What follows belongs to an exercise in optimizing a design on an open flow for small area; a production flow would make more cautious choices. Function was checked by simulation only, so behaviour that the tests miss may differ from the original. Power is estimated from default activity; no workload was simulated.

===== run.sh =====
#!/bin/bash
# synth_recipe.tcl (not shown) runs the flow's synth.tcl, then flattens the netlist and writes it again
# the make line also repeats each setting of config.mk as NAME=value (left out here)
make -C /OpenROAD-flow-scripts/flow DESIGN_CONFIG=/design/flow/config.mk WORK_HOME=/design/flow/orfs CLKGATE_MAP_FILE= SYNTH_SCRIPT=/design/flow/synth_recipe.tcl finish

===== config.mk =====
export PLATFORM = sky130hd
export DESIGN_NAME = aes_run_sequencer
export DESIGN_NICKNAME = aes_run_sequencer
export VERILOG_FILES = /design/flow/design.v
export SDC_FILE = /design/flow/constraint.sdc
export NUM_CORES = 4
export LEC_CHECK = 0
export CAP_MARGIN = 20
export CORE_MARGIN = 2
export CORE_UTILIZATION = 40
export SLEW_MARGIN = 20

===== constraint.sdc =====
create_clock -name core_clock -period 5.0 [get_ports {clk}]
set_input_delay 1.0000 -clock core_clock [delete_from_list [all_inputs] [get_ports {clk}]]
set_output_delay 1.0000 -clock core_clock [all_outputs]
set_load 0.01 [all_outputs]

===== design.v =====
`default_nettype none
module aes_run_sequencer #(
    parameter int DATA_W      = 128,
    parameter int TIMEOUT_CYC = 1024
) (
    input  logic               clk,
    input  logic               rst,
    input  logic               swrst,
    input  logic               run,
    input  logic               extin_en,
    input  logic [7:0]         extin_addr,
    input  logic [DATA_W-1:0]  extin_data,
    input  logic [7:0]         extout_addr,
    output logic [DATA_W-1:0]  extout_data,
    output logic [DATA_W-1:0]  core_key,
    output logic [DATA_W-1:0]  core_din,
    output logic               core_start,
    input  logic [DATA_W-1:0]  core_dout,
    input  logic               core_done,
    output logic               core_abort,
    output logic               trigger,
    output logic               busy
);
    localparam int                 C_CNT_W    = $clog2(TIMEOUT_CYC);
    localparam logic [C_CNT_W-1:0] C_TMO_LAST = C_CNT_W'(TIMEOUT_CYC - 1);
    localparam logic [2:0] S_IDLE  = 3'b000;
    localparam logic [2:0] S_LOAD  = 3'b100;
    localparam logic [2:0] S_STORE = 3'b101;
    localparam logic [2:0] S_START = 3'b110;
    localparam logic [2:0] S_WAIT  = 3'b111;
    logic [2:0]         r_state;
    logic [2:0]         w_state_next;
    logic [DATA_W-1:0]  r_key;
    logic [DATA_W-1:0]  r_pt;
    logic [DATA_W-1:0]  r_ct;
    logic [DATA_W-1:0]  r_cfg;
    logic [DATA_W-1:0]  r_hold;
    logic               r_pend_key;
    logic               r_pend_pt;
    logic               r_pend_ct;
    logic               r_pend_cfg;
    logic               r_sel_key;
    logic               r_sel_pt;
    logic               r_sel_ct;
    logic               r_sel_cfg;
    logic [10:0]        r_stat;
    logic               r_timeout;
    logic               r_wr_drop;
    logic [7:0]         r_iter_cnt;
    logic [C_CNT_W-1:0] r_tmo_cnt;
    logic               r_abort;
    logic               w_idle, w_load, w_start, w_wait, w_store;
    logic               w_writable;
    logic               w_wr_en;
    logic               w_run_accept;
    logic               w_timeout_hit;
    logic               w_iter_more;
    logic               w_first;
    logic               w_ld_wr, w_ld_dout, w_ld_pt, w_ld_zero;
    assign w_idle  = (r_state == S_IDLE);
    assign w_load  = (r_state == S_LOAD);
    assign w_start = (r_state == S_START);
    assign w_wait  = (r_state == S_WAIT);
    assign w_store = (r_state == S_STORE);
    assign w_writable = (extin_addr == 8'd0) || (extin_addr == 8'd1) ||
                        (extin_addr == 8'd3);
    assign w_wr_en      = extin_en && w_writable && w_idle && !swrst;
    assign w_run_accept = w_idle && run && !swrst;
    assign w_timeout_hit = w_wait && !core_done && (r_tmo_cnt == C_TMO_LAST) && !swrst;
    assign w_iter_more = ({1'b0, r_iter_cnt} + 9'd1) < {1'b0, r_cfg[7:0]};
    assign w_first     = (r_iter_cnt == 8'd0);
    always_comb begin
        w_state_next = r_state;
        case (r_state)
            S_IDLE:  if (run) w_state_next = S_LOAD;
            S_LOAD:  w_state_next = S_START;
            S_START: w_state_next = S_WAIT;
            S_WAIT: begin
                if (core_done)                     w_state_next = S_STORE;
                else if (r_tmo_cnt == C_TMO_LAST)  w_state_next = S_IDLE;
            end
            S_STORE: w_state_next = w_iter_more ? S_LOAD : S_IDLE;
            default: w_state_next = S_IDLE;
        endcase
        if (swrst) w_state_next = S_IDLE;
    end
    always_ff @(posedge clk) begin
        if (rst) r_state <= S_IDLE;
        else     r_state <= w_state_next;
    end
    assign w_ld_zero = rst || swrst;
    assign w_ld_wr   = !w_ld_zero && w_wr_en;
    assign w_ld_dout = !w_ld_zero && w_wait && core_done;
    assign w_ld_pt   = !w_ld_zero && w_load && w_first && !r_pend_pt;
    always_ff @(posedge clk) begin
        if (w_ld_zero)      r_hold <= '0;
        else if (w_ld_wr)   r_hold <= extin_data;
        else if (w_ld_dout) r_hold <= core_dout;
        else if (w_ld_pt)   r_hold <= r_pt;
    end
    always_ff @(posedge clk) begin
        if (rst) begin
            r_pend_key <= 1'b1;
            r_pend_pt  <= 1'b1;
            r_pend_ct  <= 1'b1;
            r_pend_cfg <= 1'b1;
        end else begin
            r_pend_key <= w_wr_en && (extin_addr == 8'd0);
            r_pend_pt  <= w_wr_en && (extin_addr == 8'd1);
            r_pend_cfg <= w_wr_en && (extin_addr == 8'd3);
            r_pend_ct  <= swrst || w_store;
        end
    end
    always_ff @(posedge clk) begin
        if (r_pend_key) r_key <= r_hold;
        if (r_pend_pt)  r_pt  <= r_hold;
        if (r_pend_ct)  r_ct  <= r_hold;
        if (r_pend_cfg) r_cfg <= r_hold;
    end
    always_ff @(posedge clk) begin
        if (rst) begin
            r_timeout  <= 1'b0;
            r_wr_drop  <= 1'b0;
            r_iter_cnt <= '0;
            r_abort    <= 1'b0;
        end else begin
            r_abort <= swrst || w_timeout_hit;
            if (swrst) begin
                r_timeout  <= 1'b0;
                r_wr_drop  <= 1'b0;
                r_iter_cnt <= '0;
            end else begin
                if (extin_en && w_writable && !w_idle) r_wr_drop <= 1'b1;
                if (w_run_accept) begin
                    r_timeout  <= 1'b0;
                    r_wr_drop  <= 1'b0;
                    r_iter_cnt <= '0;
                end
                if (w_timeout_hit) r_timeout <= 1'b1;
                if (w_store) r_iter_cnt <= r_iter_cnt + 8'd1;
            end
        end
    end
    always_ff @(posedge clk) begin
        if (w_start) r_tmo_cnt <= '0;
        else         r_tmo_cnt <= r_tmo_cnt + C_CNT_W'(1);
    end
    always_ff @(posedge clk) begin
        if (rst) begin
            r_sel_key <= 1'b0;
            r_sel_pt  <= 1'b0;
            r_sel_ct  <= 1'b0;
            r_sel_cfg <= 1'b0;
            r_stat    <= '0;
        end else begin
            r_sel_key <= (extout_addr == 8'd0);
            r_sel_pt  <= (extout_addr == 8'd1);
            r_sel_ct  <= (extout_addr == 8'd2);
            r_sel_cfg <= (extout_addr == 8'd3);
            r_stat    <= (extout_addr == 8'd4) ?
                         {r_iter_cnt, r_wr_drop, r_timeout, !w_idle} : 11'd0;
        end
    end
    always_comb begin
        extout_data = ({DATA_W{r_sel_key}} & r_key) |
                      ({DATA_W{r_sel_pt}}  & r_pt)  |
                      ({DATA_W{r_sel_ct}}  & r_ct)  |
                      ({DATA_W{r_sel_cfg}} & r_cfg);
        extout_data[2:0]  = extout_data[2:0]  | r_stat[2:0];
        extout_data[15:8] = extout_data[15:8] | r_stat[10:3];
    end
    assign core_key   = r_key;
    assign core_din   = r_hold;
    assign core_start = w_start;
    assign core_abort = r_abort;
    assign trigger    = w_start || w_wait;
    assign busy       = !w_idle;
endmodule
`default_nettype wire

==> results by group, run 1 <==
Power
  • Switching Share: between 20% and 30%
  • Peak supply drop: ~0.26 mV
  • Lkg Pwr: approximately 13 nW
  • Register share of total power: 52.0%
  • Pwr/cell area: roughly 340 nW/um2
  • Part of the power in the clock network: 42.9%
  • Pint: 9.723 mW
  • Sw power: 2.656 mW
  • Combinational power share: 5.1%

Worst setup path
  • CP arrival: ~2.9 ns
  • Chain of cells forming the critical path: buf_4 -> a22oi_1 -> nand2_1 -> clkdlybuf4s50_1
  • Worst Setup Path Type: reg -> out
  • Worst EP required: 4.00 ns
  • Setup crit end kind: output port
  • Critical Path Max Stage Delay: 0.82 ns
  • Worst-path maximum fanout: 43
  • CP startpoint kind: flop
  • Top Family by Delay on Critical Path: buffers and inverters
  • Worst path bufs/invs: 2
  • Slowest-stage cell, CP: dfxtp_4

Timing
  • Final period utilization: 78.79%
  • F_max: about 0.25 GHz
  • Final hold vios: 0
  • Setup TNS Final: 0 ns
  • Worst Tran Pin Value: between 1 and 1.5 ns
  • Skew final: about 0.018 ns
  • Slew Viols, Final: 0
  • Slew HR: 31.37%
  • Setup Viol. Count Final: 0
  • Unrepaired setup endpoints after global routing: no
  • Tmin final: roughly 4 ns

Yosys
  • Most used flip-flop cell after synthesis: edfxtp_1
  • Top cells by area, synth: edfxtp_1 59%, dfxtp_1 13%, a22oi_1 6.8%
  • Mapped Cells: around 1800
  • Distinct cells, synth: 56
  • Synth warnings: 1
  • Post-Syn Area: between 20000 and 30000 um2
  • Number of synthesized flops with an enable pin: 512
  • Async SR Flop Fraction: 0%
  • Synth top area share: between 50 and 60%
  • Synth Net Count: just over 2000
  • Sequential cell area fraction in the yosys report: between 70% and 80%
  • Avg Cell Area, Syn: around 15 um2
  • Largest area contributor in the netlist: edfxtp_1
  • FF+latch count, synth: approximately 700

CTS
  • Setup Fix Bufs, Post-CTS: 0
  • CTS clk-pin slew, worst paths: ~0.06 ns
  • CTS Buffer Depth: 3
  • CTS tree: built
  • PostCTS Resize Cnt: 0
  • Worst-Skew Late Latency: 0.61 ns
  • Hold Buf Count CTS: 0
  • CTS buffer count: 74
  • Clock tree root buffer cell: clkbuf_16
  • Clk sinks: ~680
  • H-tree depth reported by CTS: 3

Drt
  • Remaining DRCs: 0
  • Vias after detailed routing: 19370
  • DR iter-0 viols: 1828
  • DRT Pass-1 Iters: 5
  • Number of vias per cell: between 5 and 6
  • Antenna Violating Nets Remaining: 0
  • Post-DR wirelength/cell: 27.97 um
  • WL final: a little over 90000 um

Die
  • I/O pins: 666
  • Chip Height: ~260 um
  • Core area: around 64000 um2
  • Die Width: between 200 and 300 um
  • Die Area: 67320 um2
  • Initial Utilization: between 40% and 50%
  • FP Rows: between 90 and 100

Global route
  • Global-route wire length before repair: between 100000 and 150000 um
  • Global Route met2 Usage: 43.53%
  • Gr ovfl total: 0
  • Gr busiest metal: met2
  • Initial antenna violation count: 15
  • Pin count of the biggest net entering global routing: 79
  • Vias in the first global route: 19400
  • Global-route usage over all layers: around a quarter
  • Met3 Resource Use GR: under 10%
  • Met1 usage: approximately 33%

Placement
  • RePlAce Congestion: 0.8914
  • PortBufs: around 670
  • Hpwl dp: ~60000 um

Final layout
  • Share of layout cells above drive strength 1: under 10%
  • Commonest non-fill, non-tap cell in the layout: clkdlybuf4s50_1
  • Final Net Count: approximately 2700
  • Area grow syn2layout: 37.99%
  • Final core utilization: ~56%
  • Most frequent cells in the layout: 665 x clkdlybuf4s50_1, 512 x edfxtp_1, 235 x a22oi_1

Outcome
  • Status: complete, no violations

Job
  • Max cap viols: 0

Worst hold path
  • Hold Path Class: reg -> reg
logic make-up after synthesis:
logic type | Yosys count | share of synthesized area [%]
and+or+nand+nor | 356 | 7.041
buffers and inverters | 162 | 2.492
DFF | 683 | 72.01
AOI/OAI and AO/OA | 548 | 17.54
adders and majority gates | 10 | 0.4793
xor gates and xnor gates | 13 | 0.4362
layout make-up:
class,instances,area [um2]
Timing Repair Buffer,690,6982
Multi-Input combinational cell,927,6693
Sequential cell,683,18830
Antenna cell,10,25.02
Clock buffer,100,2042
Fill cell,5261,28440
Inverter,14,52.55
Clock inverter,38,330.3
Tap cell,855,1070
synth_stat cells, types with 2 or more instances:
cell and instances:
nand2_1 142, a222oi_1 11, xnor2_1 6, nor3_1 6
nor2b_1 3, o21ai_0 4, and4_1 2, nor4_1 3
xor2_1 7, nand4_1 5, a32o_1 128, a22oi_1 235
and2_1 13, buf_1 9, nor3b_1 3, or4_1 2
buf_2 10, o21bai_1 2, dfxtp_1 171, a211oi_1 2
clkbuf_1 125, a21o_1 2, o311ai_0 2, and3_1 5
nor4b_1 2, nand3_1 4, ha_1 10, or2_2 2
edfxtp_1 512, or3_1 134, a21oi_1 22, inv_1 14
buf_6 4, o22a_1 127, nor2_1 22
worst register-to-register path, stage by stage (launching register included):
cell	delay (ns)
dfxtp_1	0.39
inv_1	0.09
ha_1	0.13
or4b_1	0.50
or4_4	0.93
buf_12	0.50
o22a_1	0.42
a32o_1	0.26
path summary, 6_finish.rpt:
kind	slack, ns	to	from	cells past startpoint
setup / recovery	1.06	extout_data[50]	r_sel_pt	4
hold reg to reg	0.46	r_tmo_cnt[0]	r_tmo_cnt[0]	1
hold / removal	0.46	r_tmo_cnt[0]	r_tmo_cnt[0]	1
setup reg to reg	1.67	r_hold[14]	r_iter_cnt[0]	7
flip-flops by register name, summed over array words and instances, names as in the netlist, 3 cells and up:
name,flops
r_pt,128
r_state,3
r_key,128
r_ct,128
r_stat,11
r_hold,128
r_cfg,128
r_tmo_cnt,10
r_iter_cnt,8
per-stage QoR:
step | power (mW) | area (um2) | setup slack (ns) | instances | hold slack [ns]
3_3_place_gp | 7.162 | 33620 | 1.030 | 3169 | 0.4376
4_1_cts | 12.47 | 36000 | 1.030 | 3307 | 0.4566
3_5_place_dp | 7.178 | 33620 | 0.9496 | 3169 | 0.4489
5_1_grt | 12.77 | 36020 | 0.9793 | 3316 | 0.4762
2_1_floorplan | 6.720 | 26110 | 0.4486 | 1772 | 0.4261
6_report | 12.38 | 36020 | 1.060 | 3317 | 0.4620
routing by layer:
metal,wire length (um),vias to the layer above
met5,51,-
met4,2834,8
met3,8880,132
met2,45010,1001
met1,35990,9766
li1,-,8464
power by group through the flow:
stage | sequential [mW] | combinational, mW | clock, mW
floorplan | 6.59 | 0.133 | 0
global placement | 6.54 | 0.621 | 0
detailed placement | 6.55 | 0.624 | 0
CTS | 6.43 | 0.628 | 5.41
global route | 6.46 | 0.662 | 5.65
finish | 6.44 | 0.626 | 5.32
==> run 2: changes to the inputs <==
--- a/design.v
+++ b/design.v
@@ -58,3 +58,3 @@
     logic               w_first;
-    logic               w_ld_wr, w_ld_dout, w_ld_pt, w_ld_zero;
+    logic               w_ld_wr, w_ld_dout, w_ld_pt, w_ld_zero, w_ld_hold;
     assign w_idle  = (r_state == S_IDLE);
@@ -94,7 +94,13 @@
     assign w_ld_pt   = !w_ld_zero && w_load && w_first && !r_pend_pt;
-    always_ff @(posedge clk) begin
-        if (w_ld_zero)      r_hold <= '0;
-        else if (w_ld_wr)   r_hold <= extin_data;
-        else if (w_ld_dout) r_hold <= core_dout;
-        else if (w_ld_pt)   r_hold <= r_pt;
+    assign w_ld_hold = !w_ld_zero && !w_ld_wr && !w_ld_dout && !w_ld_pt;
+    logic [DATA_W-1:0] w_hold_next;
+    aes_run_sequencer_ao4 #(.W(DATA_W)) u_hold_mux (
+        .s0(w_ld_wr),   .d0(extin_data),
+        .s1(w_ld_dout), .d1(core_dout),
+        .s2(w_ld_pt),   .d2(r_pt),
+        .s3(w_ld_hold), .d3(r_hold),
+        .y(w_hold_next)
+    );
+    always_ff @(posedge clk) begin
+        r_hold <= w_hold_next;
     end
@@ -163,9 +169,14 @@
     end
+    logic [DATA_W-1:0] w_slot_rd;
+    aes_run_sequencer_ao4 #(.W(DATA_W)) u_read_mux (
+        .s0(r_sel_key), .d0(r_key),
+        .s1(r_sel_pt),  .d1(r_pt),
+        .s2(r_sel_ct),  .d2(r_ct),
+        .s3(r_sel_cfg), .d3(r_cfg),
+        .y(w_slot_rd)
+    );
     always_comb begin
-        extout_data = ({DATA_W{r_sel_key}} & r_key) |
-                      ({DATA_W{r_sel_pt}}  & r_pt)  |
-                      ({DATA_W{r_sel_ct}}  & r_ct)  |
-                      ({DATA_W{r_sel_cfg}} & r_cfg);
-        extout_data[2:0]  = extout_data[2:0]  | r_stat[2:0];
-        extout_data[15:8] = extout_data[15:8] | r_stat[10:3];
+        extout_data = w_slot_rd;
+        extout_data[2:0]  = w_slot_rd[2:0]  | r_stat[2:0];
+        extout_data[15:8] = w_slot_rd[15:8] | r_stat[10:3];
     end
@@ -178,2 +189,24 @@
 endmodule
+module aes_run_sequencer_ao4 #(
+    parameter int W = 128
+) (
+    input  logic         s0, s1, s2, s3,
+    input  logic [W-1:0] d0, d1, d2, d3,
+    output logic [W-1:0] y
+);
+    for (genvar i = 0; i < W; i++) begin : g_bit
+        aes_run_sequencer_ao4_bit u_bit (
+            .s0(s0), .s1(s1), .s2(s2), .s3(s3),
+            .d0(d0[i]), .d1(d1[i]), .d2(d2[i]), .d3(d3[i]),
+            .y(y[i])
+        );
+    end
+endmodule
+module aes_run_sequencer_ao4_bit (
+    input  logic s0, s1, s2, s3,
+    input  logic d0, d1, d2, d3,
+    output logic y
+);
+    assign y = (s0 & d0) | (s1 & d1) | (s2 & d2) | (s3 & d3);
+endmodule
 `default_nettype wire
--- a/config.mk
+++ b/config.mk
@@ -11 +11,3 @@
 export SLEW_MARGIN = 20
+export SYNTH_HIERARCHICAL = 1
+export SYNTH_MINIMUM_KEEP_SIZE = 0
==> results by group, run 2 <==
Yosys
  • Largest area contributor in the netlist: edfxtp_1 (unchanged)
  • Synth cell count leaders: 514 x a22oi_1, 512 x edfxtp_1, 273 x nand2_1, 171 x dfxtp_1, 24 x nor2_1 (was 512 x edfxtp_1, 235 x a22oi_1, 171 x dfxtp_1, 142 x nand2_1, 134 x or3_1)
  • Synth warnings: 7 (was 1)
  • Number of synthesized flops with an enable pin: 512 (unchanged)
  • Multiplexer share of the synthesized area: 0% (unchanged)
  • Compound-gate portion of the synthesized area: 16.47% (was 17.54%)
  • Post-Synth Adder-Cell Area: 0.5040% (was 0.4793%)
  • Async SR Flop Fraction: 0% (unchanged)
  • Distinct cells, synth: 51 (was 56)
  • Avg Cell Area, Syn: 15.10 um2 (was 14.73 um2)
  • Synth Area in Simple Gates: 6.385% (was 7.041%)
  • Most used flip-flop cell after synthesis: edfxtp_1 (unchanged)
  • Mapped Cells: 1644 (was 1772)
  • Largest family of logic cells by synthesized area: compound AO/OA/AOI/OAI gates (unchanged)
  • Sequential cell area fraction in the yosys report: 75.71% (was 72.01%)
  • Synth top area share: 61.93% (was 58.90%)
  • Post-Syn Area: 24830 um2 (was 26110 um2)
  • XOR/XNOR Fraction of Synth Area: 0.4939% (was 0.4362%)
  • FF+latch count, synth: 683 (unchanged)
  • Top cells by area, synth: edfxtp_1 62%, a22oi_1 16%, dfxtp_1 14% (was edfxtp_1 59%, dfxtp_1 13%, a22oi_1 6.8%)
  • Synth Net Count: 1932 (was 2060)
  • Most common cell in the netlist: a22oi_1 (was edfxtp_1)

Power
  • Pint: 9.729 mW (was 9.723 mW)
  • Register share of total power: 52.4% (was 52.0%)
  • Tot Pwr: 12.28 mW (was 12.38 mW)
  • Peak supply drop: 0.2688 mV (was 0.2593 mV)
  • Combinational power share: 4.8% (was 5.1%)
  • Pwr/cell area: 349.8 nW/um2 (was 343.6 nW/um2)
  • Sw power: 2.551 mW (was 2.656 mW)
  • Part of the power in the clock network: 42.8% (was 42.9%)
  • Lkg Pwr: 13.15 nW (was 13.36 nW)
  • Switching Share: 20.78% (was 21.45%)

Timing
  • Slew Viols, Final: 0 (unchanged)
  • Setup Viol. Count Final: 0 (unchanged)
  • Final hold vios: 0 (unchanged)
  • Slew HR: 35.22% (was 31.37%)
  • Unrepaired setup endpoints after global routing: no (unchanged)
  • Final period utilization: 79.70% (was 78.79%)
  • Skew final: 0.01261 ns (was 0.01754 ns)
  • Tmin final: 3.985 ns (was 3.940 ns)
  • Final worst setup slack: 1.015 ns (was 1.060 ns)
  • Worst Tran Pin Value: 0.9692 ns (was 1.029 ns)
  • F_max: 0.2510 GHz (was 0.2538 GHz)

Final layout
  • Final core utilization: 57.10% (was 55.88%)
  • FF+latch area: 18830 um2 (unchanged)
  • Most frequent cells in the layout: 665 x clkdlybuf4s50_1, 514 x a22oi_1, 512 x edfxtp_1 (was 665 x clkdlybuf4s50_1, 512 x edfxtp_1, 235 x a22oi_1)
  • Final Net Count: 2682 (was 2678)
  • Area of the multi-input gates: 5973 um2 (was 6693 um2)
  • Share of layout cells above drive strength 1: 6.199% (was 6.321%)
  • Commonest non-fill, non-tap cell in the layout: clkdlybuf4s50_1 (unchanged)
  • Design area: 35110 um2 (was 36020 um2)
  • Area grow syn2layout: 41.42% (was 37.99%)
  • Fillers: 5020 (was 5261)

Global route
  • Initial antenna violation count: 2 (was 15)
  • Vias in the first global route: 17740 (was 19400)
  • Global Route met2 Usage: 41.73% (was 43.53%)
  • Global-route usage over all layers: 24.21% (was 26.52%)
  • Pin count of the biggest net entering global routing: 129 (was 79)
  • Global-route wire length before repair: 115800 um (was 133400 um)
  • Met3 Resource Use GR: 5.921% (was 7.782%)
  • Gr ovfl total: 0 (unchanged)
  • Gr busiest metal: met2 (unchanged)
  • Met1 usage: 30.52% (was 33.24%)

Drt
  • Vias after detailed routing: 18070 (was 19370)
  • Antenna Violating Nets Remaining: 0 (unchanged)
  • Number of vias per cell: 5.571 (was 5.840)
  • Post-DR wirelength/cell: 24.77 um (was 27.97 um)
  • DRT Pass-1 Iters: 5 (unchanged)
  • WL final: 80350 um (was 92770 um)
  • Remaining DRCs: 0 (unchanged)
  • DR iter-0 viols: 1420 (was 1828)

CTS
  • Clock tree root buffer cell: clkbuf_16 (unchanged)
  • CTS clk-pin slew, worst paths: 0.06 ns (about the same)
  • Worst-Skew Late Latency: 0.60 ns (was 0.61 ns)
  • H-tree depth reported by CTS: 3 (unchanged)
  • CTS Buffer Depth: 3 (unchanged)
  • Clk sinks: 683 (unchanged)
  • PostCTS Resize Cnt: 0 (unchanged)
  • CTS buffer count: 72 (was 74)
  • Hold Buf Count CTS: 0 (unchanged)
  • Setup Fix Bufs, Post-CTS: 0 (unchanged)
  • CTS tree: built (unchanged)

Outcome
  • Status: complete, no violations (unchanged)

Placement
  • PortBufs: 665 (unchanged)
  • Area after DPL: 32780 um2 (was 33620 um2)
  • Dpl ws: 1.623 ns (was 0.9496 ns)
  • Hpwl dp: 51490 um (was 59150 um)
  • RePlAce Congestion: 0.8279 (was 0.8914)

Die
  • FP Rows: 91 (was 93)
  • Initial Utilization: 40.38% (was 40.50%)
  • Chip Height: 253.1 um (was 259.5 um)
  • Die Width: 253.1 um (was 259.5 um)
  • Core area: 61480 um2 (was 64460 um2)
  • I/O pins: 666 (unchanged)
  • Die Area: 64080 um2 (was 67320 um2)

Worst setup path
  • Setup crit end kind: output port (unchanged)
  • Worst-path maximum fanout: 46 (was 43)
  • Worst Setup Path Type: reg -> out (unchanged)
  • CP arrival: 2.98 ns (was 2.94 ns)
  • Worst EP required: 4.00 ns (about the same)
  • CP startpoint kind: flop (unchanged)

Job
  • Max cap viols: 0 (unchanged)

Worst hold path
  • Hold Path Class: reg -> reg (unchanged)
## run 2: layout make-up
cell class,count,area share (%)
flip-flops and latches,683,53.63
repair buffers,685,19.74
multi-input cells,937,17.01
clock buffers,97,5.666
well taps,790,2.815
clock inverters,35,0.9622
inverters,15,0.1604
diodes,2,0.01425
## run 2: kinds of logic (layout without fill, tap and decap cells)
family          after synthesis  in the layout
simple gates                368            368
other cells                   0              2
fa+ha+maj                    10             10
flops                       683            683
buf+inv                      24            832
xor+xnor                     14             14
compound gates              545            545
## run 2: worst max-delay path, stage by stage (launching register included)
cell and delay [ns]:
dfxtp_4 0.80, buf_4 0.55, a22oi_1 0.16, nand2_1 0.09, clkdlybuf4s50_1 0.70
## run 2: power by group through the flow
stage	clock [mW]	combinational (mW)	sequential, mW
5_1_grt	5.57	0.628	6.45
2_1_floorplan	0	0.117	6.58
4_1_cts	5.36	0.597	6.43
3_3_place_gp	0	0.589	6.54
6_report	5.26	0.590	6.43
3_5_place_dp	0	0.595	6.55
## run 2: path summary, 6_finish.rpt
path                                 from              end  slack [ns]  cells past startpoint
worst max-delay path            r_sel_key  extout_data[90]        1.02                      4
worst min-delay path            r_wr_drop        r_wr_drop        0.46                      2
worst max register to register  r_pend_pt        r_pt[105]        2.26                      2
worst min register to register  r_wr_drop        r_wr_drop        0.46                      2
## run 2: modules after synthesis, one instance, submodules excluded, excerpt
module,cells,flops+latches,cell area (um2)
aes_run_sequencer,876,683,20020
aes_run_sequencer_ao4_bit,3,0,18.77
## run 2: per-stage QoR
step | TNS (ns) | hold WS, ns | instances
2_1_floorplan | -0.03929 | 0.4129 | 1644
3_3_place_gp | 0 | 0.4254 | 3110
3_5_place_dp | 0 | 0.4475 | 3110
4_1_cts | 0 | 0.4599 | 3242
5_1_grt | 0 | 0.4666 | 3244
6_report | 0 | 0.4562 | 3244
## run 2: metal layers
layer	routed length, um	share of wire [%]
met5	0	0
met4	1575	2.0
met3	6296	7.8
met2	40450	50
met1	32030	40
==> run 3: changes to the inputs <==
--- a/config.mk
+++ b/config.mk
@@ -9,3 +9,4 @@
 export CORE_MARGIN = 2
-export CORE_UTILIZATION = 40
+export CORE_UTILIZATION = 65
+export CTS_BUF_LIST = sky130_fd_sc_hd__clkbuf_4 sky130_fd_sc_hd__clkbuf_8
 export SLEW_MARGIN = 20
==> results by group, run 3 <==
Yosys
  • FF+latch count, synth: 683 (unchanged)
  • Most used flip-flop cell after synthesis: edfxtp_1 (unchanged)
  • Post-Syn Area: 24830 um2 (unchanged)
  • Mapped Cells: 1644 (unchanged)
  • Synth top area share: 61.93% (unchanged)
  • Top cells by area, synth: edfxtp_1 62%, a22oi_1 16%, dfxtp_1 14% (unchanged)
  • Avg Cell Area, Syn: 15.10 um2 (unchanged)
  • Number of synthesized flops with an enable pin: 512 (unchanged)
  • Largest area contributor in the netlist: edfxtp_1 (unchanged)
  • Most common cell in the netlist: a22oi_1 (unchanged)
  • Distinct cells, synth: 51 (unchanged)
  • Sequential cell area fraction in the yosys report: 75.71% (unchanged)
  • Synth warnings: 7 (unchanged)
  • Synth Net Count: 1932 (unchanged)
  • Async SR Flop Fraction: 0% (unchanged)
  • Synth cell count leaders: 514 x a22oi_1, 512 x edfxtp_1, 273 x nand2_1, 171 x dfxtp_1, 24 x nor2_1 (unchanged)

Drt
  • Vias after detailed routing: 20460 (was 18070)
  • WL final: 92700 um (was 80350 um)
  • Number of vias per cell: 6.773 (was 5.571)
  • Remaining DRCs: 0 (unchanged)
  • Post-DR wirelength/cell: 30.68 um (was 24.77 um)
  • Antenna Violating Nets Remaining: 0 (unchanged)
  • DRT Pass-1 Iters: 7 (was 5)
  • DR iter-0 viols: 2792 (was 1420)

Die
  • Die Area: 39780 um2 (was 64080 um2)
  • Core area: 37670 um2 (was 61480 um2)
  • Initial Utilization: 65.91% (was 40.38%)
  • FP Rows: 71 (was 91)
  • Chip Height: 199.4 um (was 253.1 um)
  • Die Width: 199.4 um (was 253.1 um)
  • I/O pins: 666 (unchanged)

Final layout
  • Commonest non-fill, non-tap cell in the layout: clkdlybuf4s50_1 (unchanged)
  • Final Net Count: 2712 (was 2682)
  • Design area: 34520 um2 (was 35110 um2)
  • Area grow syn2layout: 39.04% (was 41.42%)
  • Fillers: 1345 (was 5020)
  • Share of layout cells above drive strength 1: 9.127% (was 6.199%)
  • Most frequent cells in the layout: 665 x clkdlybuf4s50_1, 514 x a22oi_1, 512 x edfxtp_1 (unchanged)

Global route
  • Global-route usage over all layers: 46.10% (was 24.21%)
  • Gr ovfl total: 0 (unchanged)
  • Initial antenna violation count: 4 (was 2)
  • Vias in the first global route: 20500 (was 17740)
  • Pin count of the biggest net entering global routing: 129 (unchanged)
  • Global-route wire length before repair: 132500 um (was 115800 um)

CTS
  • Worst-Skew Late Latency: 0.67 ns (was 0.60 ns)
  • CTS buffer count: 101 (was 72)
  • Clock tree root buffer cell: clkbuf_8 (was clkbuf_16)
  • PostCTS Resize Cnt: 0 (unchanged)
  • CTS Buffer Depth: 3 (unchanged)
  • Hold Buf Count CTS: 0 (unchanged)
  • Setup Fix Bufs, Post-CTS: 0 (unchanged)
  • H-tree depth reported by CTS: 3 (unchanged)
  • Clk sinks: 683 (unchanged)
  • CTS tree: built (unchanged)
  • CTS clk-pin slew, worst paths: 0.06 ns (about the same)

Timing
  • Final hold vios: 0 (unchanged)
  • Slew HR: 22.18% (was 35.22%)
  • Unrepaired setup endpoints after global routing: no (unchanged)
  • Slew Viols, Final: 0 (unchanged)
  • F_max: 0.2469 GHz (was 0.2510 GHz)
  • Skew final: 0.03871 ns (was 0.01261 ns)
  • Worst Tran Pin Value: 1.167 ns (was 0.9692 ns)
  • Setup Viol. Count Final: 0 (unchanged)
  • Tmin final: 4.051 ns (was 3.985 ns)
  • Final period utilization: 81.02% (was 79.70%)

Worst setup path
  • CP arrival: 3.05 ns (was 2.98 ns)
  • Worst EP required: 4.00 ns (about the same)
  • CP startpoint kind: flop (unchanged)
  • Reg2Reg Setup Slack: 1.84 ns (was 2.26 ns)
  • Worst-path maximum fanout: 57 (was 46)
  • Chain of cells forming the critical path: buf_4 -> a22oi_1 -> nand2_1 -> clkdlybuf4s50_1 (unchanged)
  • Slowest-stage cell, CP: dfxtp_4 (unchanged)
  • Setup crit end kind: output port (unchanged)
  • Worst path bufs/invs: 2 (unchanged)
  • Top Family by Delay on Critical Path: buffers and inverters (unchanged)
  • Critical Path Max Stage Delay: 0.89 ns (was 0.80 ns)
  • Worst Setup Path Type: reg -> out (unchanged)

Power
  • Sw power: 2.637 mW (was 2.551 mW)
  • Pint: 9.148 mW (was 9.729 mW)
  • Part of the power in the clock network: 40.1% (was 42.8%)
  • Tot Pwr: 11.78 mW (was 12.28 mW)
  • Lkg Pwr: 13.16 nW (was 13.15 nW)
  • Pwr/cell area: 341.4 nW/um2 (was 349.8 nW/um2)
  • Register share of total power: 54.8% (was 52.4%)
  • Switching Share: 22.37% (was 20.78%)
  • Peak supply drop: 0.2329 mV (was 0.2688 mV)
  • Combinational power share: 5.1% (was 4.8%)

Placement
  • Area after DPL: 32400 um2 (was 32780 um2)
  • RePlAce Congestion: 0.8869 (was 0.8279)
  • PortBufs: 665 (unchanged)
  • Hpwl dp: 52910 um (was 51490 um)

Outcome
  • Status: complete, no violations (unchanged)

Worst hold path
  • Hold Path Class: reg -> reg (unchanged)

Job
  • Max cap viols: 0 (unchanged)
run 3: cell counts after synthesis:
No cell type changed its count.
run 3: power groups by stage:
stage | logic (mW) | registers, mW | clock network, mW
after detailed placement | 0.578 | 6.56 | 0
after CTS | 0.590 | 6.45 | 4.70
after global placement | 0.562 | 6.54 | 0
after floorplan | 0.117 | 6.58 | 0
final | 0.599 | 6.46 | 4.72
after global routing | 0.625 | 6.47 | 4.91
run 3: per-stage QoR:
step | worst slack (ns) | util, % | setup TNS (ns) | cells | hold slack, ns
2_1_floorplan | -0.02622 | - | -0.03929 | 1644 | 0.4129
3_3_place_gp | 1.175 | 86.02 | 0 | 2832 | 0.4257
3_5_place_dp | 1.050 | 86.02 | 0 | 2832 | 0.4300
4_1_cts | 1.052 | 91.64 | 0 | 3020 | 0.4412
5_1_grt | 0.9675 | 91.65 | 0 | 3021 | 0.4651
6_report | 0.9490 | 91.65 | 0 | 3021 | 0.4442
run 3: cell families after synthesis:
logic type	after synthesis	share of synthesized area (%)
xor gates and xnor gates	14	0.4939
buffers and inverters	24	0.4283
DFF	683	75.71
AOI/OAI and AO/OA	545	16.47
adders and majority gates	10	0.5040
and+or+nand+nor	368	6.385
run 3: Yosys stat by module, one instance, submodules excluded, a selection:
| module | cells | cell area (um2) | flip-flops and latches | times used |
|---|---|---|---|---|
| aes_run_sequencer | 876 | 20020 | 683 | 1 |
| aes_run_sequencer_ao4_bit | 3 | 18.77 | 0 | 256 |
run 3: final cells by class:
cell class                 instances  area [um2]  area share [%]
inverter                          15       56.30          0.1631
sequential                       683       18830           54.54
tap                              511       639.4           1.852
timing repair buffer             686        6902           19.99
antenna                            1       2.502        0.007249
clock buffer                     161        1997           5.785
clock inverter                    27       122.6          0.3552
multi-input combinational        937        5973           17.30
run 3: path summary, 6_finish.rpt:
check               startpoint               end  depth (start not counted)
setup / recovery      r_sel_ct  extout_data[106]                          4
hold reg to reg   r_tmo_cnt[0]      r_tmo_cnt[0]                          1
setup reg to reg     r_pend_pt        r_hold[36]                          6
hold / removal    r_tmo_cnt[0]      r_tmo_cnt[0]                          1
run 3: metal layers:
layer	vias up	track usage (%)	wire, um
met1	9872	53.03	28630
li1	8242	-	-
met2	1914	72.11	43880
met3	426	16.17	12500
met5	-	0	37
met4	6	33.58	7661
==> run 4: changes to the inputs <==
--- a/design.v
+++ b/design.v
@@ -23,4 +23,4 @@
 );
-    localparam int                 C_CNT_W    = $clog2(TIMEOUT_CYC);
-    localparam logic [C_CNT_W-1:0] C_TMO_LAST = C_CNT_W'(TIMEOUT_CYC - 1);
+    localparam int                 C_CNT_W    = 11;
+    localparam logic [C_CNT_W-1:0] C_TMO_LAST = 11'h55f;
     localparam logic [2:0] S_IDLE  = 3'b000;
@@ -96,3 +96,3 @@
     logic [DATA_W-1:0] w_hold_next;
-    aes_run_sequencer_ao4 #(.W(DATA_W)) u_hold_mux (
+    aes_run_sequencer_ao4 #(.W(DATA_W), .EXTRA(0)) u_hold_mux (
         .s0(w_ld_wr),   .d0(extin_data),
@@ -101,2 +101,3 @@
         .s3(w_ld_hold), .d3(r_hold),
+        .e('0),
         .y(w_hold_next)
@@ -151,3 +152,3 @@
         if (w_start) r_tmo_cnt <= '0;
-        else         r_tmo_cnt <= r_tmo_cnt + C_CNT_W'(1);
+        else         r_tmo_cnt <= {r_tmo_cnt[9:0], ~(r_tmo_cnt[10] ^ r_tmo_cnt[8])};
     end
@@ -169,4 +170,9 @@
     end
-    logic [DATA_W-1:0] w_slot_rd;
-    aes_run_sequencer_ao4 #(.W(DATA_W)) u_read_mux (
+    logic [DATA_W-1:0] w_stat_rd;
+    always_comb begin
+        w_stat_rd        = '0;
+        w_stat_rd[2:0]   = r_stat[2:0];
+        w_stat_rd[15:8]  = r_stat[10:3];
+    end
+    aes_run_sequencer_ao4 #(.W(DATA_W), .EXTRA(1)) u_read_mux (
         .s0(r_sel_key), .d0(r_key),
@@ -175,9 +181,5 @@
         .s3(r_sel_cfg), .d3(r_cfg),
-        .y(w_slot_rd)
-    );
-    always_comb begin
-        extout_data = w_slot_rd;
-        extout_data[2:0]  = w_slot_rd[2:0]  | r_stat[2:0];
-        extout_data[15:8] = w_slot_rd[15:8] | r_stat[10:3];
-    end
+        .e(w_stat_rd),
+        .y(extout_data)
+    );
     assign core_key   = r_key;
@@ -190,3 +192,4 @@
 module aes_run_sequencer_ao4 #(
-    parameter int W = 128
+    parameter int W     = 128,
+    parameter bit EXTRA = 0
 ) (
@@ -194,2 +197,3 @@
     input  logic [W-1:0] d0, d1, d2, d3,
+    input  logic [W-1:0] e,
     output logic [W-1:0] y
@@ -197,8 +201,23 @@
     for (genvar i = 0; i < W; i++) begin : g_bit
-        aes_run_sequencer_ao4_bit u_bit (
-            .s0(s0), .s1(s1), .s2(s2), .s3(s3),
-            .d0(d0[i]), .d1(d1[i]), .d2(d2[i]), .d3(d3[i]),
-            .y(y[i])
-        );
-    end
+        if (EXTRA && (i <= 2 || (i >= 8 && i <= 15))) begin : g_ext
+            aes_run_sequencer_ao5_bit u_bit (
+                .s0(s0), .s1(s1), .s2(s2), .s3(s3),
+                .d0(d0[i]), .d1(d1[i]), .d2(d2[i]), .d3(d3[i]),
+                .e(e[i]), .y(y[i])
+            );
+        end else begin : g_std
+            aes_run_sequencer_ao4_bit u_bit (
+                .s0(s0), .s1(s1), .s2(s2), .s3(s3),
+                .d0(d0[i]), .d1(d1[i]), .d2(d2[i]), .d3(d3[i]),
+                .y(y[i])
+            );
+        end
+    end
+endmodule
+module aes_run_sequencer_aoi3_bit (
+    input  logic s0, s1, s2,
+    input  logic d0, d1, d2,
+    output logic y_n
+);
+    assign y_n = ~((s0 & d0) | (s1 & d1) | (s2 & d2));
 endmodule
@@ -209,3 +228,27 @@
 );
-    assign y = (s0 & d0) | (s1 & d1) | (s2 & d2) | (s3 & d3);
+    logic w_n;
+    aes_run_sequencer_aoi3_bit u_aoi3 (
+        .s0(s0), .s1(s1), .s2(s2), .d0(d0), .d1(d1), .d2(d2), .y_n(w_n)
+    );
+    logic z_n;
+    aes_run_sequencer_nand2_bit u_nand_a (.a(s3), .b(d3), .y_n(z_n));
+    aes_run_sequencer_nand2_bit u_nand_b (.a(w_n), .b(z_n), .y_n(y));
+endmodule
+module aes_run_sequencer_nand2_bit (
+    input  logic a, b,
+    output logic y_n
+);
+    assign y_n = ~(a & b);
+endmodule
+module aes_run_sequencer_ao5_bit (
+    input  logic s0, s1, s2, s3,
+    input  logic d0, d1, d2, d3,
+    input  logic e,
+    output logic y
+);
+    logic w_n;
+    aes_run_sequencer_aoi3_bit u_aoi3 (
+        .s0(s0), .s1(s1), .s2(s2), .d0(d0), .d1(d1), .d2(d2), .y_n(w_n)
+    );
+    assign y = ~(w_n & ~(s3 & d3) & ~e);
 endmodule
==> flow/run.sh (new file) <==
#!/bin/bash
# Layout flow: the standard ORFS flow (standard.sh, standard synthesis
# unchanged) with two placement/CTS settings changed:
#   * port buffers use the smallest buffer (buf_1) instead of the default
#     pick; every input and output port still gets its own buffer;
#   * CTS builds the tree from clkbuf_4/clkbuf_8 and inserts no dummy loads.
# The make output goes to flow_make.log here; each ORFS step keeps its own
# log under orfs/logs/.
set -euo pipefail
export BUFFER_PORTS_ARGS="-buffer_cell sky130_fd_sc_hd__buf_1"
export CTS_ARGS="-sink_clustering_enable -repair_clock_nets -dont_use_dummy_load -buf_list {sky130_fd_sc_hd__clkbuf_4 sky130_fd_sc_hd__clkbuf_8}"
bash standard.sh finish > flow_make.log 2>&1
==> standard.sh (new file) <==
#!/bin/bash
# synth_recipe.tcl (not shown) runs the flow's synth.tcl, then flattens the netlist and writes it again
# the make line also repeats each setting of config.mk as NAME=value (left out here)
make -C /OpenROAD-flow-scripts/flow DESIGN_CONFIG=/design/flow/config.mk WORK_HOME=/design/flow/orfs CLKGATE_MAP_FILE= SYNTH_SCRIPT=/design/flow/synth_recipe.tcl "${@:-finish}"
--- a/config.mk
+++ b/config.mk
@@ -9,4 +9,3 @@
 export CORE_MARGIN = 2
-export CORE_UTILIZATION = 65
-export CTS_BUF_LIST = sky130_fd_sc_hd__clkbuf_4 sky130_fd_sc_hd__clkbuf_8
+export CORE_UTILIZATION = 40
 export SLEW_MARGIN = 20
removed: run.sh
==> results by group, run 4 <==
Outcome
  • Status: complete, no violations (unchanged)

Worst setup path
  • FF-to-FF End: r_hold[79] (was r_hold[36])
  • Worst Setup Path Type: reg -> out (unchanged)
  • R2R cell count: 9 (was 6)
  • Critical path startpoint: r_sel_key (was r_sel_ct)
  • Reg2Reg Setup Slack: 2.17 ns (was 1.84 ns)
  • Worst-path maximum fanout: 73 (was 57)
  • Setup crit end kind: output port (unchanged)
  • CP Capture Point: extout_data[99] (was extout_data[106])
  • CP arrival: 2.51 ns (was 3.05 ns)
  • CP startpoint kind: flop (unchanged)
  • Worst EP required: 4.00 ns (about the same)
  • Worst r2r src: r_iter_cnt[0] (was r_pend_pt)

Final layout
  • Fillers: 5393 (was 1345)
  • Non-filler cells, final: 3205 (was 3021)
  • Share of layout cells above drive strength 1: 6.623% (was 9.127%)
  • Area grow syn2layout: 21.77% (was 39.04%)
  • Area of the multi-input gates: 5565 um2 (was 5973 um2)
  • Final core utilization: 49.33% (was 91.65%)
  • Most frequent cells in the layout: 665 x buf_1, 519 x nand2_1, 512 x edfxtp_1 (was 665 x clkdlybuf4s50_1, 514 x a22oi_1, 512 x edfxtp_1)
  • Commonest non-fill, non-tap cell in the layout: buf_1 (was clkdlybuf4s50_1)
  • FF+latch area: 18850 um2 (was 18830 um2)
  • Final Net Count: 2705 (was 2712)

Timing
  • Setup TNS Final: 0 ns (unchanged)
  • Unrepaired setup endpoints after global routing: no (unchanged)
  • Tmin final: 3.510 ns (was 4.051 ns)
  • Final period utilization: 70.20% (was 81.02%)
  • Final worst setup slack: 1.490 ns (was 0.9490 ns)
  • Skew final: 0.05168 ns (was 0.03871 ns)
  • F_max: 0.2849 GHz (was 0.2469 GHz)
  • Slew Viols, Final: 0 (unchanged)
  • Final Hold Slack: 0.4474 ns (was 0.4442 ns)
  • Setup Viol. Count Final: 0 (unchanged)
  • Slew HR: 32.91% (was 22.18%)
  • Worst Tran Pin Value: 1.006 ns (was 1.167 ns)
  • Final hold vios: 0 (unchanged)

Power
  • Pwr/cell area: 357.7 nW/um2 (was 341.4 nW/um2)
  • Pint: 8.345 mW (was 9.148 mW)
  • Lkg Pwr: 11.20 nW (was 13.16 nW)
  • Peak supply drop: 0.1713 mV (was 0.2329 mV)
  • Combinational power share: 3.5% (was 5.1%)
  • Switching Share: 21.65% (was 22.37%)
  • Part of the power in the clock network: 35.9% (was 40.1%)
  • Register share of total power: 60.7% (was 54.8%)
  • Sw power: 2.307 mW (was 2.637 mW)

CTS
  • H-tree depth reported by CTS: 3 (unchanged)
  • Clock tree root buffer cell: clkbuf_8 (unchanged)
  • CTS Buffer Depth: 3 (unchanged)
  • Setup Fix Bufs, Post-CTS: 0 (unchanged)
  • CTS buffer count: 109 (was 101)
  • Worst-Skew Late Latency: 0.69 ns (was 0.67 ns)
  • CTS clk-pin slew, worst paths: 0.05 ns (was 0.06 ns)
  • Hold Buf Count CTS: 0 (unchanged)
  • CTS tree: built (unchanged)
  • PostCTS Resize Cnt: 0 (unchanged)
  • Clk sinks: 684 (was 683)

Die
  • FP Rows: 90 (was 71)
  • Die Width: 251.3 um (was 199.4 um)
  • Initial Utilization: 40.51% (was 65.91%)
  • Core area: 60360 um2 (was 37670 um2)
  • I/O pins: 666 (unchanged)
  • Chip Height: 251.3 um (was 199.4 um)
  • Die Area: 63130 um2 (was 39780 um2)

Global route
  • Vias in the first global route: 18160 (was 20500)
  • Global-route wire length before repair: 117100 um (was 132500 um)
  • Gr ovfl total: 0 (unchanged)
  • Initial antenna violation count: 9 (was 4)
  • Pin count of the biggest net entering global routing: 77 (was 129)
  • Global-route usage over all layers: 24.67% (was 46.10%)

Job
  • Max cap viols: 0 (unchanged)

Placement
  • Hpwl dp: 52600 um (was 52910 um)
  • RePlAce Congestion: 0.8645 (was 0.8869)
  • PortBufs: 665 (unchanged)
  • Placed Cells: 3089 (was 2832)
  • Dpl ws: 1.553 ns (was 1.050 ns)

Yosys
  • Mapped Cells: 1624 (was 1644)
  • Synth warnings: 7 (unchanged)
  • Synth Net Count: 1911 (was 1932)
  • Post-Syn Area: 24450 um2 (was 24830 um2)
  • Avg Cell Area, Syn: 15.06 um2 (was 15.10 um2)

Worst hold path
  • Hold Path Class: reg -> reg (unchanged)

Drt
  • DRT Pass-1 Iters: 11 (was 7)
  • Post-DR wirelength/cell: 25.62 um (was 30.68 um)
  • Number of vias per cell: 5.851 (was 6.773)
  • WL final: 82130 um (was 92700 um)
  • Antenna Violating Nets Remaining: 0 (unchanged)
  • DR iter-0 viols: 2620 (was 2792)
  • Vias after detailed routing: 18750 (was 20460)
  • Remaining DRCs: 0 (unchanged)
==> run 4: how the worst min path moves through the flow <==
stage	end	cells past startpoint	startpoint
CTS	r_tmo_cnt[6]	1	r_tmo_cnt[5]
finish	r_tmo_cnt[6]	1	r_tmo_cnt[5]
global placement	r_tmo_cnt[8]	1	r_tmo_cnt[7]
global route	r_tmo_cnt[4]	1	r_tmo_cnt[3]
detailed placement	r_tmo_cnt[6]	1	r_tmo_cnt[5]
floorplan	r_tmo_cnt[6]	1	r_tmo_cnt[5]
==> run 4: power by group through the flow <==
stage | sequential [mW] | combinational [mW] | clock, mW
after global routing | 6.48 | 0.399 | 4.12
after floorplan | 6.60 | 0.0889 | 0
final | 6.46 | 0.370 | 3.82
after global placement | 6.56 | 0.368 | 0
after CTS | 6.46 | 0.375 | 3.91
after detailed placement | 6.57 | 0.374 | 0
==> run 4: final cells by class <==
cell class / count / area share (%)
sequential: 684 / 63.30
multi-input combinational: 914 / 18.69
timing repair buffer: 693 / 9.425
clock buffer: 109 / 5.038
tap: 782 / 3.286
inverter: 16 / 0.2017
antenna: 7 / 0.05883
==> run 4: worst max-delay path: stages (launching register included) <==
cell and delay, ns:
dfxtp_4 0.72, buf_12 0.43, a222oi_1 0.19, nand2_1 0.10, buf_1 0.29
==> run 4: metal layers <==
| metal | global-route usage [%] | up-vias | share of wire, % |
|---|---|---|---|
| met4 | 11.05 | 4 | 3.6 |
| met1 | 31.17 | 9352 | 38 |
| met2 | 40.46 | 1090 | 48 |
| met3 | 5.881 | 166 | 9.7 |
| met5 | 0 | - | 0.030 |
| li1 | - | 8141 | - |
==> run 4: stage by stage <==
stage | power (mW) | area, um2
floorplan | 6.686 | 24490
global placement | 6.931 | 28250
detailed placement | 6.947 | 28250
CTS | 10.74 | 29750
global route | 11.00 | 29780
finish | 10.65 | 29780
==> run 5: changes to the inputs <==
--- a/design.v
+++ b/design.v
@@ -45,8 +45,15 @@
     logic               r_sel_cfg;
-    logic [10:0]        r_stat;
-    logic               r_timeout;
+    logic               r_sel_stat;
+    logic               r_busy_q;
+    logic               r_wr_drop_q;
     logic               r_wr_drop;
-    logic [7:0]         r_iter_cnt;
+    logic [7:0]         r_cnt_lag;
+    logic               r_cnt_clr;
+    logic               r_cnt_inc;
+    logic               r_timeout_lag;
     logic [C_CNT_W-1:0] r_tmo_cnt;
     logic               r_abort;
+    logic [7:0]         w_cnt_inc;
+    logic [7:0]         w_iter_cnt;
+    logic               w_timeout;
     logic               w_idle, w_load, w_start, w_wait, w_store;
@@ -69,4 +76,7 @@
     assign w_timeout_hit = w_wait && !core_done && (r_tmo_cnt == C_TMO_LAST) && !swrst;
-    assign w_iter_more = ({1'b0, r_iter_cnt} + 9'd1) < {1'b0, r_cfg[7:0]};
-    assign w_first     = (r_iter_cnt == 8'd0);
+    assign w_cnt_inc  = r_cnt_lag + 8'd1;
+    assign w_iter_cnt = r_cnt_clr ? 8'd0 : (r_cnt_inc ? w_cnt_inc : r_cnt_lag);
+    assign w_timeout  = !r_cnt_clr && (r_abort || r_timeout_lag);
+    assign w_iter_more = (w_cnt_inc < r_cfg[7:0]);
+    assign w_first     = r_cnt_clr;
     always_comb begin
@@ -128,23 +138,21 @@
         if (rst) begin
-            r_timeout  <= 1'b0;
-            r_wr_drop  <= 1'b0;
-            r_iter_cnt <= '0;
-            r_abort    <= 1'b0;
+            r_wr_drop <= 1'b0;
+            r_abort   <= 1'b0;
+            r_cnt_clr <= 1'b1;
+            r_cnt_inc <= 1'b0;
         end else begin
-            r_abort <= swrst || w_timeout_hit;
-            if (swrst) begin
-                r_timeout  <= 1'b0;
-                r_wr_drop  <= 1'b0;
-                r_iter_cnt <= '0;
-            end else begin
-                if (extin_en && w_writable && !w_idle) r_wr_drop <= 1'b1;
-                if (w_run_accept) begin
-                    r_timeout  <= 1'b0;
-                    r_wr_drop  <= 1'b0;
-                    r_iter_cnt <= '0;
-                end
-                if (w_timeout_hit) r_timeout <= 1'b1;
-                if (w_store) r_iter_cnt <= r_iter_cnt + 8'd1;
-            end
-        end
+            r_abort   <= swrst || w_timeout_hit;
+            r_cnt_clr <= swrst || w_run_accept;
+            r_cnt_inc <= !swrst && w_store;
+            if (swrst || w_run_accept)
+                r_wr_drop <= 1'b0;
+            else if (extin_en && w_writable && !w_idle)
+                r_wr_drop <= 1'b1;
+        end
+    end
+    always_ff @(posedge clk) begin
+        r_cnt_lag     <= w_iter_cnt;
+        r_timeout_lag <= w_timeout;
+        r_busy_q      <= !w_idle;
+        r_wr_drop_q   <= r_wr_drop;
     end
@@ -160,3 +168,3 @@
             r_sel_cfg <= 1'b0;
-            r_stat    <= '0;
+            r_sel_stat <= 1'b0;
         end else begin
@@ -166,4 +174,3 @@
             r_sel_cfg <= (extout_addr == 8'd3);
-            r_stat    <= (extout_addr == 8'd4) ?
-                         {r_iter_cnt, r_wr_drop, r_timeout, !w_idle} : 11'd0;
+            r_sel_stat <= (extout_addr == 8'd4);
         end
@@ -173,4 +180,6 @@
         w_stat_rd        = '0;
-        w_stat_rd[2:0]   = r_stat[2:0];
-        w_stat_rd[15:8]  = r_stat[10:3];
+        w_stat_rd[0]     = r_sel_stat && r_busy_q;
+        w_stat_rd[1]     = r_sel_stat && r_timeout_lag;
+        w_stat_rd[2]     = r_sel_stat && r_wr_drop_q;
+        w_stat_rd[15:8]  = {8{r_sel_stat}} & r_cnt_lag;
     end
==> flow/run.sh (replaced) <==
#!/bin/bash
# Layout flow: the standard ORFS flow (standard.sh, standard synthesis
# unchanged) with two placement/CTS settings changed:
#   * port buffers use the smallest buffer (buf_1) instead of the default
#     pick; every input and output port still gets its own buffer;
#   * CTS builds the tree from clkbuf_8 with clusters of up to 16 sinks
#     within 50 um, and inserts no dummy loads.
# The make output goes to flow_make.log here; each ORFS step keeps its own
# log under orfs/logs/.
set -euo pipefail
export BUFFER_PORTS_ARGS="-buffer_cell sky130_fd_sc_hd__buf_1"
export CTS_ARGS="-sink_clustering_enable -repair_clock_nets -dont_use_dummy_load -sink_clustering_size 16 -sink_clustering_max_diameter 50 -buf_list {sky130_fd_sc_hd__clkbuf_8}"
bash standard.sh finish > flow_make.log 2>&1
--- a/config.mk
+++ b/config.mk
@@ -9,3 +9,3 @@
 export CORE_MARGIN = 2
-export CORE_UTILIZATION = 40
+export CORE_UTILIZATION = 60
 export SLEW_MARGIN = 20
==> results by group, run 5 <==
Worst setup path
  • Critical Path Max Stage Delay: 0.77 ns (was 0.72 ns)
  • Worst path bufs/invs: 2 (unchanged)
  • CP startpoint kind: flop (unchanged)
  • CP arrival: 2.67 ns (was 2.51 ns)
  • Chain of cells forming the critical path: buf_4 -> a222oi_1 -> nand2_1 -> buf_1 (was buf_12 -> a222oi_1 -> nand2_1 -> buf_1)
  • Worst Setup Path Type: reg -> out (unchanged)
  • Worst EP required: 4.00 ns (about the same)
  • Worst-path maximum fanout: 45 (was 73)
  • Top Family by Delay on Critical Path: buffers and inverters (was flip-flops)
  • Setup crit end kind: output port (unchanged)
  • Slowest-stage cell, CP: dfxtp_4 (unchanged)

Power
  • Pwr/cell area: 328.8 nW/um2 (was 357.7 nW/um2)
  • Peak supply drop: 0.2435 mV (was 0.1713 mV)
  • Lkg Pwr: 10.72 nW (was 11.20 nW)

Placement
  • Hpwl dp: 51030 um (was 52600 um)
  • Dpl ws: 1.665 ns (was 1.553 ns)
  • PortBufs: 665 (unchanged)
  • RePlAce Congestion: 0.9047 (was 0.8645)

Die
  • Initial Utilization: 60.88% (was 40.51%)
  • Core area: 39730 um2 (was 60360 um2)
  • FP Rows: 73 (was 90)
  • I/O pins: 666 (unchanged)
  • Die Width: 204.8 um (was 251.3 um)
  • Chip Height: 204.8 um (was 251.3 um)
  • Die Area: 41940 um2 (was 63130 um2)

Timing
  • Worst Tran Pin Value: 1.080 ns (was 1.006 ns)
  • Final hold vios: 0 (unchanged)
  • Setup TNS Final: 0 ns (unchanged)
  • Setup Viol. Count Final: 0 (unchanged)
  • Slew HR: 27.98% (was 32.91%)
  • Final worst setup slack: 1.326 ns (was 1.490 ns)
  • Unrepaired setup endpoints after global routing: no (unchanged)
  • Final Hold Slack: 0.3615 ns (was 0.4474 ns)
  • Final period utilization: 73.47% (was 70.20%)
  • F_max: 0.2722 GHz (was 0.2849 GHz)
  • Skew final: 0.03629 ns (was 0.05168 ns)
  • Tmin final: 3.674 ns (was 3.510 ns)
  • Slew Viols, Final: 0 (unchanged)

Final layout
  • Commonest non-fill, non-tap cell in the layout: buf_1 (unchanged)
  • Final Net Count: 2619 (was 2705)
  • Most frequent cells in the layout: 665 x buf_1, 517 x nand2_1, 512 x edfxtp_1 (was 665 x buf_1, 519 x nand2_1, 512 x edfxtp_1)
  • Share of layout cells above drive strength 1: 4.118% (was 6.623%)
  • Area grow syn2layout: 17.53% (was 21.77%)

Global route
  • Initial antenna violation count: 18 (was 9)
  • Gr ovfl total: 0 (unchanged)
  • Global-route wire length before repair: 111500 um (was 117100 um)
  • Global-route usage over all layers: 36.12% (was 24.67%)
  • Pin count of the biggest net entering global routing: 129 (was 77)
  • Vias in the first global route: 17490 (was 18160)

Outcome
  • Status: complete, no violations (unchanged)

CTS
  • CTS clk-pin slew, worst paths: 0.08 ns (was 0.05 ns)
  • CTS Buffer Depth: 3 (unchanged)
  • Clock tree root buffer cell: clkbuf_8 (unchanged)
  • Setup Fix Bufs, Post-CTS: 0 (unchanged)
  • Worst-Skew Late Latency: 0.67 ns (was 0.69 ns)
  • PostCTS Resize Cnt: 0 (unchanged)
  • Clk sinks: 678 (was 684)
  • CTS buffer count: 52 (was 109)
  • H-tree depth reported by CTS: 2 (was 3)
  • CTS tree: built (unchanged)
  • Hold Buf Count CTS: 0 (unchanged)

Drt
  • Vias after detailed routing: 18430 (was 18750)
  • Number of vias per cell: 6.425 (was 5.851)
  • Antenna Violating Nets Remaining: 0 (unchanged)
  • Remaining DRCs: 0 (unchanged)
  • Post-DR wirelength/cell: 27.28 um (was 25.62 um)
  • DRT Pass-1 Iters: 12 (was 11)
  • WL final: 78240 um (was 82130 um)
  • DR iter-0 viols: 3377 (was 2620)

Yosys
  • Synth Net Count: 1882 (was 1911)
  • Mapped Cells: 1596 (was 1624)
  • Avg Cell Area, Syn: 15.16 um2 (was 15.06 um2)
  • Synth warnings: 7 (unchanged)
  • Post-Syn Area: 24190 um2 (was 24450 um2)

Worst hold path
  • Hold Path Class: reg -> reg (unchanged)

Job
  • Max cap viols: 0 (unchanged)
run 5: report_power, final:
group	internal [mW]	switching (mW)	leakage, nW
Sequential	6.25	0.149	6.74
Combinational	0.127	0.238	3.61
Clock	0.929	1.65	0.374
run 5: final timing paths:
| path | startpoint | to | slack [ns] | cells after the start |
|---|---|---|---|---|
| max | r_sel_key | extout_data[79] | 1.33 | 4 |
| max reg2reg | r_state[2] | r_hold[99] | 2.31 | 6 |
| min | r_wr_drop | r_wr_drop_q | 0.36 | 0 |
| min reg2reg | r_wr_drop | r_wr_drop_q | 0.36 | 0 |
run 5: area by class of cell:
cell class                      instances  area, um2
Fill cell                            2910      11300
Sequential cell                       678      18730
Timing Repair Buffer                  689       2776
Tap cell                              525      656.9
Inverter                               12      45.04
Multi-Input combinational cell        900       5479
Clock buffer                           52      715.7
Antenna cell                           12      30.03
run 5: metal layers:
metal | track usage [%] | vias to the layer above | share of wire, %
li1 | - | 7925 | -
met1 | 45.62 | 9046 | 35
met2 | 58.36 | 1245 | 48
met3 | 9.704 | 201 | 12
met4 | 17.18 | 10 | 5.1
met5 | 0 | - | 0.078
run 5: metrics by stage:
| step | std cells | util (%) | power, mW | instance area [um2] |
|---|---|---|---|---|
| floorplan | 1596 | - | 6.653 | 24250 |
| global placement | 2804 | 69.68 | 6.880 | 27690 |
| detailed placement | 2804 | 69.68 | 6.895 | 27690 |
| CTS | 2856 | 71.48 | 9.388 | 28400 |
| global route | 2866 | 71.54 | 9.629 | 28430 |
| finish | 2868 | 71.56 | 9.349 | 28430 |
==> run 6: changes to the inputs <==
--- a/config.mk
+++ b/config.mk
@@ -9,3 +9,3 @@
 export CORE_MARGIN = 2
-export CORE_UTILIZATION = 60
+export CORE_UTILIZATION = 80
 export SLEW_MARGIN = 20
==> results by group, run 6 <==
Outcome
  • Status: stopped before the end (was complete, no violations)
  • Stopping stage: I/O pin placement
  • Tool error: [ERROR PPL-0024] Number of IO pins (666) exceeds maximum number of available positions (638). Increase the die perimeter from 711.56um to 905.76um.

Yosys
  • Synth warnings: 7 (unchanged)
  • Avg Cell Area, Syn: 15.16 um2 (unchanged)
  • Synth Net Count: 1882 (unchanged)
  • Post-Syn Area: 24190 um2 (unchanged)
  • Mapped Cells: 1596 (unchanged)

Die
  • Initial Utilization: 81.40% (was 60.88%)
  • FP Rows: 63 (was 73)
  • Chip Height: 177.9 um (was 204.8 um)
  • Die Width: 177.9 um (was 204.8 um)
==> run 7: changes to the inputs <==
--- a/config.mk
+++ b/config.mk
@@ -9,3 +9,3 @@
 export CORE_MARGIN = 2
-export CORE_UTILIZATION = 80
+export CORE_UTILIZATION = 50
 export SLEW_MARGIN = 20
==> results by group, run 7 <==
Die
  • FP Rows: 80 (was 63)
  • Die Width: 224.0 um (was 177.9 um)
  • Core area: 47750 um2
  • Die Area: around 50000 um2
  • I/O pins: approximately 670
  • Initial Utilization: 50.67% (was 81.40%)
  • Chip Height: 224.0 um (was 177.9 um)

Timing
  • Slew Viols, Final: 0
  • Final hold vios: 0
  • Final Hold Slack: 0.3660 ns
  • Tmin final: between 3 and 4 ns
  • Skew final: around 0.063 ns
  • Final period utilization: between 70% and 80%
  • Setup TNS Final: 0 ns
  • Slew HR: about 28%
  • Setup Viol. Count Final: 0
  • F_max: ~0.27 GHz
  • Worst Tran Pin Value: 1.078 ns
  • Unrepaired setup endpoints after global routing: no

CTS
  • CTS Buffer Depth: 3
  • H-tree depth reported by CTS: 2
  • PostCTS Resize Cnt: 0
  • Worst-Skew Late Latency: 0.70 ns
  • CTS tree: built
  • Clk sinks: between 600 and 700
  • CTS clk-pin slew, worst paths: about 0.080 ns
  • Clock tree root buffer cell: clkbuf_8
  • Hold Buf Count CTS: 0
  • CTS buffer count: ~60
  • Setup Fix Bufs, Post-CTS: 0

Placement
  • PortBufs: 665
  • RePlAce Congestion: roughly 0.85
  • Hpwl dp: around 54000 um

Drt
  • Vias after detailed routing: about 18000
  • Number of vias per cell: approximately 6.1
  • DRT Pass-1 Iters: 8
  • DR iter-0 viols: between 2000 and 3000
  • Antenna Violating Nets Remaining: 0
  • Remaining DRCs: 0
  • Post-DR wirelength/cell: approximately 28 um
  • WL final: slightly above 80000 um

Yosys
  • Avg Cell Area, Syn: 15.16 um2 (unchanged)
  • Synth warnings: 7 (unchanged)
  • Post-Syn Area: 24190 um2 (unchanged)
  • Mapped Cells: 1596 (unchanged)
  • Synth Net Count: 1882 (unchanged)

Worst setup path
  • Slowest-stage cell, CP: dfxtp_4
  • CP startpoint kind: flop
  • Worst EP required: 4.00 ns
  • Top Family by Delay on Critical Path: flip-flops
  • Critical Path Max Stage Delay: about 0.95 ns
  • Worst path bufs/invs: 2
  • Worst-path maximum fanout: a little under 60
  • Setup crit end kind: output port
  • Worst Setup Path Type: reg -> out
  • CP arrival: roughly 2.6 ns
  • Chain of cells forming the critical path: buf_4 -> a222oi_1 -> nand2_1 -> buf_1

Final layout
  • Final Net Count: ~2600
  • Area grow syn2layout: 18.45%
  • Share of layout cells above drive strength 1: under 10%
  • Most frequent cells in the layout: 665 x buf_1, 517 x nand2_1, 512 x edfxtp_1
  • Commonest non-fill, non-tap cell in the layout: buf_1

Global route
  • Gr busiest metal: met2
  • Gr ovfl total: 0
  • Vias in the first global route: approximately 17000
  • Met3 Resource Use GR: 8.447%
  • Global Route met2 Usage: 51.66%
  • Global-route wire length before repair: roughly 120000 um
  • Initial antenna violation count: 13
  • Global-route usage over all layers: approximately a third
  • Met1 usage: around two fifths
  • Pin count of the biggest net entering global routing: 74

Worst hold path
  • Hold Path Class: reg -> reg

Power
  • Peak supply drop: 0.2229 mV
  • Lkg Pwr: 10.78 nW
  • Pwr/cell area: between 300 and 400 nW/um2

Job
  • Max cap viols: 0

Outcome
  • Status: complete, no violations (was stopped before the end)
-- run 7: layout make-up --
class                      instances  area, um2
sequential                       678      18730
antenna                           11      27.53
inverter                          12      45.04
clock buffer                      59      812.0
tap                              615      769.5
multi-input combinational        900       5479
fill                            3943      19090
timing repair buffer             693       2794
-- run 7: report_power, final --
group	leakage (nW)	switching (mW)	internal [mW]
Clock	0.424	1.72	1.05
Combinational	3.62	0.240	0.126
Sequential	6.74	0.152	6.25
Total	10.8	2.11	7.43
-- run 7: metal layers --
layer / vias to the layer above / wire (um)
li1: 7942 / -
met1: 9023 / 29990
met2: 1110 / 39860
met3: 154 / 9115
met4: 8 / 3016
met5: - / 49
-- run 7: worst paths after layout --
path / from / slack (ns) / endpoint / cells after the start
max: r_sel_ct / 1.36 / extout_data[127] / 4
min: r_wr_drop / 0.37 / r_wr_drop_q / 0
max reg2reg: r_state[2] / 2.29 / r_hold[72] / 6
min reg2reg: r_wr_drop / 0.37 / r_wr_drop_q / 0
-- run 7: per-stage QoR --
step	power [mW]	utilization, %	area, um2	setup WS, ns	std cells
2_1_floorplan	6.653	-	24250	0.0003473	1596
3_3_place_gp	6.892	58.26	27820	1.707	2898
3_5_place_dp	6.900	58.26	27820	1.626	2898
4_1_cts	9.597	59.96	28630	1.331	2957
5_1_grt	9.813	60.01	28650	1.275	2966
6_report	9.533	60.02	28660	1.363	2968

## static timing again, ports no longer ideal
The results above use ideal ports. As a check the final layouts listed here were re-extracted and re-timed, cells and wires unchanged.
Step 1: set_driving_cell puts a clkbuf_16 on clk and a buf_2 on each other input, an assumption about the parent block.
Step 2 adds t to the input delays and takes it off the output delays; t is the mean of the earliest and latest rising clock arrival at the registers after step 1. Input paths then give back, and output paths get back, about the clock's delay inside the block.
Three values: ideal, step 1, step 2; two values: the first two.
| run | t (ns) | slack for setup (ns) | worst setup path at the end | worst data-port slew with drivers (ns) | pins driven straight from the clock port |
|---|---|---|---|---|---|
| run 1 | 0.657 | 1.060 / 1.003 / 0.738 | input to register | 0.12 | 1 |
| run 2 | 0.653 | 1.015 / 0.957 / 1.558 | input to register | 0.09 | 1 |
| run 3 | 0.703 | 0.949 / 0.892 / 0.671 | input to register | 0.28 | 1 |
| run 4 | 0.726 | 1.490 / 1.435 / 1.471 | input to register | 0.14 | 1 |
| run 5 | 0.712 | 1.326 / 1.270 / 1.513 | input to register | 0.13 | 1 |
| run 7 | 0.719 | 1.363 / 1.308 / 1.561 | input to register | 0.14 | 1 |
After both steps setup and hold are still met in every run listed. For run 1, which loses most, drivers alone change the setup slack by -0.057 ns; drivers and shift together by -0.322 ns.
